From an optimization exercise on the open Yosys and OpenROAD flow, aimed at a short achievable clock period and few clock cycles per item; shortcuts taken in it are not production practice.
The RTL was checked by simulation tests, not by an equivalence proof against the original design.

==> 03-28: inputs <==
Design cache_top, start of the top module:
module cache_top (
  input  wire logic                  clk,
  input  wire logic                  reset,
  input  wire logic                  cpu_req_valid,
  output logic                       cpu_req_ready,
  input  wire cache_pkg::word_addr_t cpu_req_addr,
  input  wire cache_pkg::word_t      cpu_req_data,
  input  wire logic                  cpu_req_write,
  output logic                       cpu_resp_valid,
  output cache_pkg::word_t           cpu_resp_data,
  output logic                       mem_req_valid,
  input  wire logic                  mem_req_ready,
  output cache_pkg::beat_addr_t      mem_req_addr,
  output logic                       mem_req_rw,
  output logic                       mem_req_data_valid,
  input  wire logic                  mem_req_data_ready,
  output cache_pkg::beat_t           mem_req_data_bits,
  input  wire logic                  mem_resp_valid,
  input  wire cache_pkg::beat_t      mem_resp_data
);
  cache_ctrl u_cache_ctrl (
    .clk                (clk),
    .reset              (reset),
    .cpu_req_valid      (cpu_req_valid),
    .cpu_req_ready      (cpu_req_ready),
    .cpu_req_addr       (cpu_req_addr),
    .cpu_req_data       (cpu_req_data),
    .cpu_req_write      (cpu_req_write),
    .cpu_resp_valid     (cpu_resp_valid),
    .cpu_resp_data      (cpu_resp_data),
    .mem_req_valid      (mem_req_valid),
    .mem_req_ready      (mem_req_ready),
    .mem_req_addr       (mem_req_addr),
    .mem_req_rw         (mem_req_rw),
    .mem_req_data_valid (mem_req_data_valid),
    .mem_req_data_ready (mem_req_data_ready),
    .mem_req_data_bits  (mem_req_data_bits),
    .mem_resp_valid     (mem_resp_valid),
    .mem_resp_data      (mem_resp_data)
  );
endmodule
export LEC_CHECK = 0
export ABC_CLOCK_PERIOD_IN_PS = 2500
export CAP_MARGIN = 30
export CELL_PAD_IN_SITES_DETAIL_PLACEMENT = 1
export CORE_MARGIN = 2
export CORE_UTILIZATION = 46
export CTS_CLUSTER_DIAMETER = 80
export CTS_CLUSTER_SIZE = 30
export PLACE_DENSITY = 0.52
export SETUP_SLACK_MARGIN = 3.5
export SLEW_MARGIN = 40
export TNS_END_PERCENT = 10
create_clock -name core_clock -period 6.0 [get_ports {clk}]
standard.sh (not shown) runs the stock make flow with config.mk's settings and CLKGATE_MAP_FILE= SYNTH_SCRIPT=/design/flow/synth_recipe.tcl, a recipe that flattens the netlist after the stock synthesis.
==> flow/flow/run.sh <==
#!/bin/bash
# The standard layout (standard.sh, the standard flow's own ORFS flow) with four changes:
# the port buffers are regular buffers instead of the delay buffers that
# buffer_ports picks by default; timing repair may resize a cell to any drive
# strength (not only to cells of the same footprint); before detailed
# placement each output port's buffer is moved next to its port and the
# flip-flop that drives it most of the way there (flow/outflops.tcl); and
# antenna repair after detailed routing may take up to 10 rounds instead of 5.
set -euo pipefail
export OUTFLOP_ALPHA=0.7
bash standard.sh MATCH_CELL_FOOTPRINT=0 \
  "BUFFER_PORTS_ARGS=-buffer_cell sky130_fd_sc_hd__buf_4" \
  "PRE_DETAIL_PLACE_TCL=$PWD/flow/outflops.tcl" \
  MAX_REPAIR_ANTENNAS_ITER_DRT=10 \
  finish > standard_make.log 2>&1
==> flow/flow/outflops.tcl <==
# Move each output port's buffer next to the port, and the flip-flop that
# drives it part of the way from the cell that drives the flip-flop's data
# input towards the port (OUTFLOP_ALPHA, 0 = unmoved, 1 = at the port). Runs
# before detailed placement, which legalizes the moved cells.
set block [ord::get_db_block]
set core [$block getCoreArea]
set cx0 [$core xMin]; set cx1 [expr {[$core xMax] - 20000}]
set cy0 [$core yMin]; set cy1 [expr {[$core yMax] - 3000}]
set moved 0
set alpha [expr {[info exists ::env(OUTFLOP_ALPHA)] ? $::env(OUTFLOP_ALPHA) : 0.6}]
foreach bt [$block getBTerms] {
  if {[$bt getIoType] != "OUTPUT"} continue
  set pnet [$bt getNet]
  if {$pnet == "NULL"} continue
  set buf ""
  foreach it [$pnet getITerms] { if {[$it isOutputSignal]} { set buf [$it getInst] } }
  if {$buf == ""} continue
  set innet ""
  foreach it [$buf getITerms] { if {[$it isInputSignal] && [$it getNet] != "NULL" && [[$it getNet] getSigType] == "SIGNAL"} { set innet [$it getNet] } }
  if {$innet == ""} continue
  # only a net between one flop and the port buffer
  if {[llength [$innet getITerms]] != 2} continue
  set ff ""
  foreach it [$innet getITerms] { if {[$it isOutputSignal]} { set ff [$it getInst] } }
  if {$ff == ""} continue
  if {![regexp {df|edf} [[$ff getMaster] getName]]} continue
  if {[$ff getPlacementStatus] != "PLACED"} continue
  # the cell that drives the flop's data input
  set dnet ""
  foreach it [$ff getITerms] { if {[[$it getMTerm] getName] == "D"} { set dnet [$it getNet] } }
  set pb [$bt getBBox]
  set x [expr {max($cx0, min($cx1, ([$pb xMin] + [$pb xMax]) / 2))}]
  set y [expr {max($cy0, min($cy1, ([$pb yMin] + [$pb yMax]) / 2))}]
  $buf setLocation $x $y
  if {$dnet != "" && $dnet != "NULL"} {
    foreach it [$dnet getITerms] {
      if {[$it isOutputSignal]} {
        set dl [[$it getInst] getLocation]
        set x [expr {int([lindex $dl 0] + $alpha * ($x - [lindex $dl 0]))}]
        set y [expr {int([lindex $dl 1] + $alpha * ($y - [lindex $dl 1]))}]
      }
    }
  }
  $ff setLocation [expr {max($cx0, min($cx1, $x))}] [expr {max($cy0, min($cy1, $y))}]
  incr moved
}
puts "outflops: moved $moved port buffers and flip-flops towards their ports"
# legalized by the detailed placement that follows
==> 11-01 (differences from 03-28) <==
==> flow/flow/run.sh (replaced) <==
#!/bin/bash
# The standard layout (standard.sh, the standard flow's own ORFS flow) with three changes:
# the port buffers are regular buffers instead of the delay buffers that
# buffer_ports picks by default, timing repair may resize a cell to any drive
# strength (not only to cells of the same footprint), and antenna repair after
# detailed routing may take up to 10 rounds instead of 5.
set -euo pipefail
bash standard.sh MATCH_CELL_FOOTPRINT=0 \
  "BUFFER_PORTS_ARGS=-buffer_cell sky130_fd_sc_hd__buf_4" \
  MAX_REPAIR_ANTENNAS_ITER_DRT=10 \
  finish > standard_make.log 2>&1
Settings changed: CTS_CLUSTER_DIAMETER 80 to default, CTS_CLUSTER_SIZE 30 to default.
removed: flow/flow/outflops.tcl
==> 04-21 (differences from 03-28) <==
--- a/flow/design.v
+++ b/flow/design.v
@@ -105,13 +105,13 @@
   logic [127:0] bc_d;
   logic       cap_v, cap_slot;
   logic [1:0] cap_crit;
   logic [7:0] cap_set1h;
   logic         c_ld;
   logic [127:0] c_we;       
-  logic [1:0][31:0] c_rsel;   
+  logic [31:0]  c_rsel;     
   logic [3:0]   c_lsel;     
   logic [31:0]  c_wd;
   logic [RB-1:0] c_rob;
   logic         d_v;        
   logic [127:0] d_beat;
   logic [3:0]   d_lsel;
@@ -139,13 +139,12 @@
   assign dfs_risk     = fl_last & |(dsw_v & ft_s1h);
   assign chn_cap      = mem_resp_valid & cap_risk;       
   assign dfs_now      = mem_resp_valid & dfs_risk;       
   logic [2:0]  b_set;
   logic [1:0]  b_beat, b_word;
   logic [22:0] b_tag;
-  logic [22:0] b_vtag;    
   logic        b_pclr, b_chained;
   logic        go_hit, go_miss, go, stall;
   assign b_set  = b_addr[6:4];
   assign b_beat = b_addr[3:2];
   assign b_word = b_addr[1:0];
   assign b_tag  = b_addr[29:7];
@@ -245,13 +244,12 @@
         b_chn <= 1'b0;
         b_dsw <= 1'b0;
         if (b_blk) b_wm <= b_chw;
       end
     end else begin
       b_addr <= a_addr;
-      b_vtag <= (a_same & go_miss) ? b_tag : tag_q[a_set];
       b_wd   <= a_wd;
       b_wr   <= a_wr;
       b_hit  <= n_hit;
       b_pend <= n_pend;
       b_brdy <= n_brdy;
       b_vd   <= n_vd;
@@ -407,13 +405,13 @@
   end
   logic [127:0] c_beat;
   logic [31:0]  d_rd;
   always_comb begin
     c_beat = '0;
     for (int r = 0; r < 32; r++) begin
-      c_beat = c_beat | {{64{c_rsel[1][r]}} & arr_q[r][127:64], {64{c_rsel[0][r]}} & arr_q[r][63:0]};
+      c_beat = c_beat | ({128{c_rsel[r]}} & arr_q[r]);
     end
     d_rd = '0;
     for (int w = 0; w < 4; w++) begin
       d_rd = d_rd | ({32{d_lsel[w]}} & d_beat[w*32 +: 32]);
     end
   end
@@ -446,14 +444,13 @@
     for (int w = 0; w < 4; w++) begin
       b_lsel1h[w]   = b_addr[1:0] == 2'(w);
       dfs_lsel1h[w] = dsw_1h[ft_set][w] | dsw_1h[ft_set][4+w] | dsw_1h[ft_set][8+w] | dsw_1h[ft_set][12+w];
     end
   end
   always_ff @(posedge clk) begin
-    c_rsel[0] <= b_rsel1h & {32{~b_addr[1]}};
-    c_rsel[1] <= b_rsel1h & {32{b_addr[1]}};
+    c_rsel <= dfs_now ? dfs_rsel1h : b_rsel1h;
     c_lsel <= dfs_now ? dfs_lsel1h : b_lsel1h;
     c_wd  <= dfs_now ? ds_sd[cur_q[ft_set]] : b_wd;
     c_rob <= rob_tail[RB-1:0];
     for (int i = 0; i < RN; i++) begin
       e_rob1h[i] <= d_rob == RB'(i);
     end
@@ -493,13 +490,13 @@
     end
   end
   always_ff @(posedge clk) begin
     if (desc_free) begin
       ds_set[ad]  <= b_set;
       ds_tag[ad]  <= b_tag;
-      ds_vtag[ad] <= b_vtag;
+      ds_vtag[ad] <= tag_q[b_set];
       ds_crit[ad] <= b_beat;
       ds_vd[ad]   <= b_vd;
       ds_vb[ad]   <= vb_w;
       ds_sw[ad]   <= b_word;
       ds_sd[ad]   <= b_wd;
     end
==> flow/flow/run.sh (replaced) <==
#!/bin/bash
# The standard layout (standard.sh, the standard flow's own ORFS flow) with three changes:
# the port buffers are regular buffers instead of the delay buffers that
# buffer_ports picks by default, timing repair may resize a cell to any drive
# strength (not only to cells of the same footprint), and before detailed
# placement each flip-flop that drives an output port is moved half way
# towards that port's buffer (flow/outflops.tcl).
set -euo pipefail
export OUTFLOP_ALPHA=0.5
bash standard.sh MATCH_CELL_FOOTPRINT=0 \
  "BUFFER_PORTS_ARGS=-buffer_cell sky130_fd_sc_hd__buf_4" \
  "PRE_DETAIL_PLACE_TCL=$PWD/flow/outflops.tcl" \
  finish > standard_make.log 2>&1
==> flow/flow/outflops.tcl (replaced) <==
# Move each flip-flop that drives an output port (through its port buffer)
# part of the way from the cell that drives its data input towards that
# buffer (OUTFLOP_ALPHA, 0 = unmoved, 1 = at the buffer). Runs before
# detailed placement, which legalizes the moved cells.
set block [ord::get_db_block]
set moved 0
set alpha [expr {[info exists ::env(OUTFLOP_ALPHA)] ? $::env(OUTFLOP_ALPHA) : 0.6}]
foreach bt [$block getBTerms] {
  if {[$bt getIoType] != "OUTPUT"} continue
  set pnet [$bt getNet]
  if {$pnet == "NULL"} continue
  set buf ""
  foreach it [$pnet getITerms] { if {[$it isOutputSignal]} { set buf [$it getInst] } }
  if {$buf == ""} continue
  set innet ""
  foreach it [$buf getITerms] { if {[$it isInputSignal] && [$it getNet] != "NULL" && [[$it getNet] getSigType] == "SIGNAL"} { set innet [$it getNet] } }
  if {$innet == ""} continue
  # only a net between one flop and the port buffer
  if {[llength [$innet getITerms]] != 2} continue
  set ff ""
  foreach it [$innet getITerms] { if {[$it isOutputSignal]} { set ff [$it getInst] } }
  if {$ff == ""} continue
  if {![regexp {df|edf} [[$ff getMaster] getName]]} continue
  if {[$ff getPlacementStatus] != "PLACED"} continue
  # the cell that drives the flop's data input
  set dnet ""
  foreach it [$ff getITerms] { if {[[$it getMTerm] getName] == "D"} { set dnet [$it getNet] } }
  set bl [$buf getLocation]
  set x [lindex $bl 0]; set y [lindex $bl 1]
  if {$dnet != "" && $dnet != "NULL"} {
    foreach it [$dnet getITerms] {
      if {[$it isOutputSignal]} {
        set dl [[$it getInst] getLocation]
        set x [expr {int([lindex $dl 0] + $alpha * ($x - [lindex $dl 0]))}]
        set y [expr {int([lindex $dl 1] + $alpha * ($y - [lindex $dl 1]))}]
      }
    }
  }
  $ff setLocation $x $y
  incr moved
}
puts "outflops: moved $moved flip-flops towards their port buffers"
# legalized by the detailed placement that follows
==> impl_metrics.csv <==
group,metric,value,unit
run_status,status,"no timing/DRC/antenna violations",
detailed_routing,met2_length,971000,um
layout,drive_gt1_frac,0.354,
logic_synthesis,synth_common_cells,"edfxtp_1, mux2_2, a22oi_1, clkbuf_1, dfxtp_1",
setup_path,critPathSlowestCell,"or4_1",
setup_path,crit_family,"simple AND/OR/NAND/NOR gates",
die,dieArea,942000,um^2
die,placementRows,355,
That was 03-28.
==> impl_metrics.csv <==
group,metric,value,unit
run_status,status,"failed layout checks",
run_status,violations,"antenna violations",
detailed_routing,met2_length,961000,um
die,placementRows,354,
die,dieArea,938000,um^2
setup_path,critPathSlowestCell,"dfxtp_4",
detailed_routing,antenna_left,7,
That was 04-21.
==> impl_metrics.csv <==
group,metric,value,unit
logic_synthesis,synth_area_per_cell,13.8,um^2
detailed_routing,met2_length,970000,um
die,dieArea,942000,um^2
grt,top_usage_layer,"met2",
run_status,status,"no timing/DRC/antenna violations",
setup_path,crit_family,"buffers and inverters",
die,placementRows,355,
min_path,min_from,"cpu_req_addr[7]",
layout,drive_gt1_frac,0.360,
logic_synthesis,synth_common_cells,"edfxtp_1, mux2_2, a22oi_1, clkbuf_1, dfxtp_1",
That was 11-01.
Testbench counts of 03-28, summed over its fixed seeds: cycles 17,076, ops 12,000.
Testbench counts of 11-01, summed over its fixed seeds: cycles 17,076, ops 12,000.
Testbench counts of 04-21, summed over its fixed seeds: cycles 17,076, ops 12,000.

re-timing with driven ports:
The flow's constraints put no driver on any port. The routed layouts listed below were extracted and timed again, unchanged, in two steps.
Step 1 (the two cells are an assumption about what drives the block):
set clk [get_ports {clk}]
set_driving_cell -lib_cell sky130_fd_sc_hd__clkbuf_16 $clk
set_driving_cell -lib_cell sky130_fd_sc_hd__buf_2 [delete_from_list [all_inputs] $clk]
Step 2, shift: input delay + t, output delay - t, t = (earliest + latest rising clock arrival at the registers) / 2. This alone moves slack from input paths to output paths.
Three values: ideal ports, drivers, drivers and shift; two values: the first two.
| run | t, ns | slack for setup (ns) | clock arrival spread, ns | cell pins on the clock port's net |
|---|---|---|---|---|
| 03-28 | 1.278 | 2.849 / 2.849 / 1.920 | 0.084 / 0.084 | 1 |
| 11-01 | 1.343 | 2.716 / 2.602 / 2.040 | 0.105 / 0.105 | 1 |
| 04-21 | 1.286 | 2.576 / 2.576 / 1.883 | 0.105 / 0.106 | 1 |
For 03-28, which loses most, drivers alone change the setup slack by 0.000 ns; drivers and shift together by -0.929 ns.
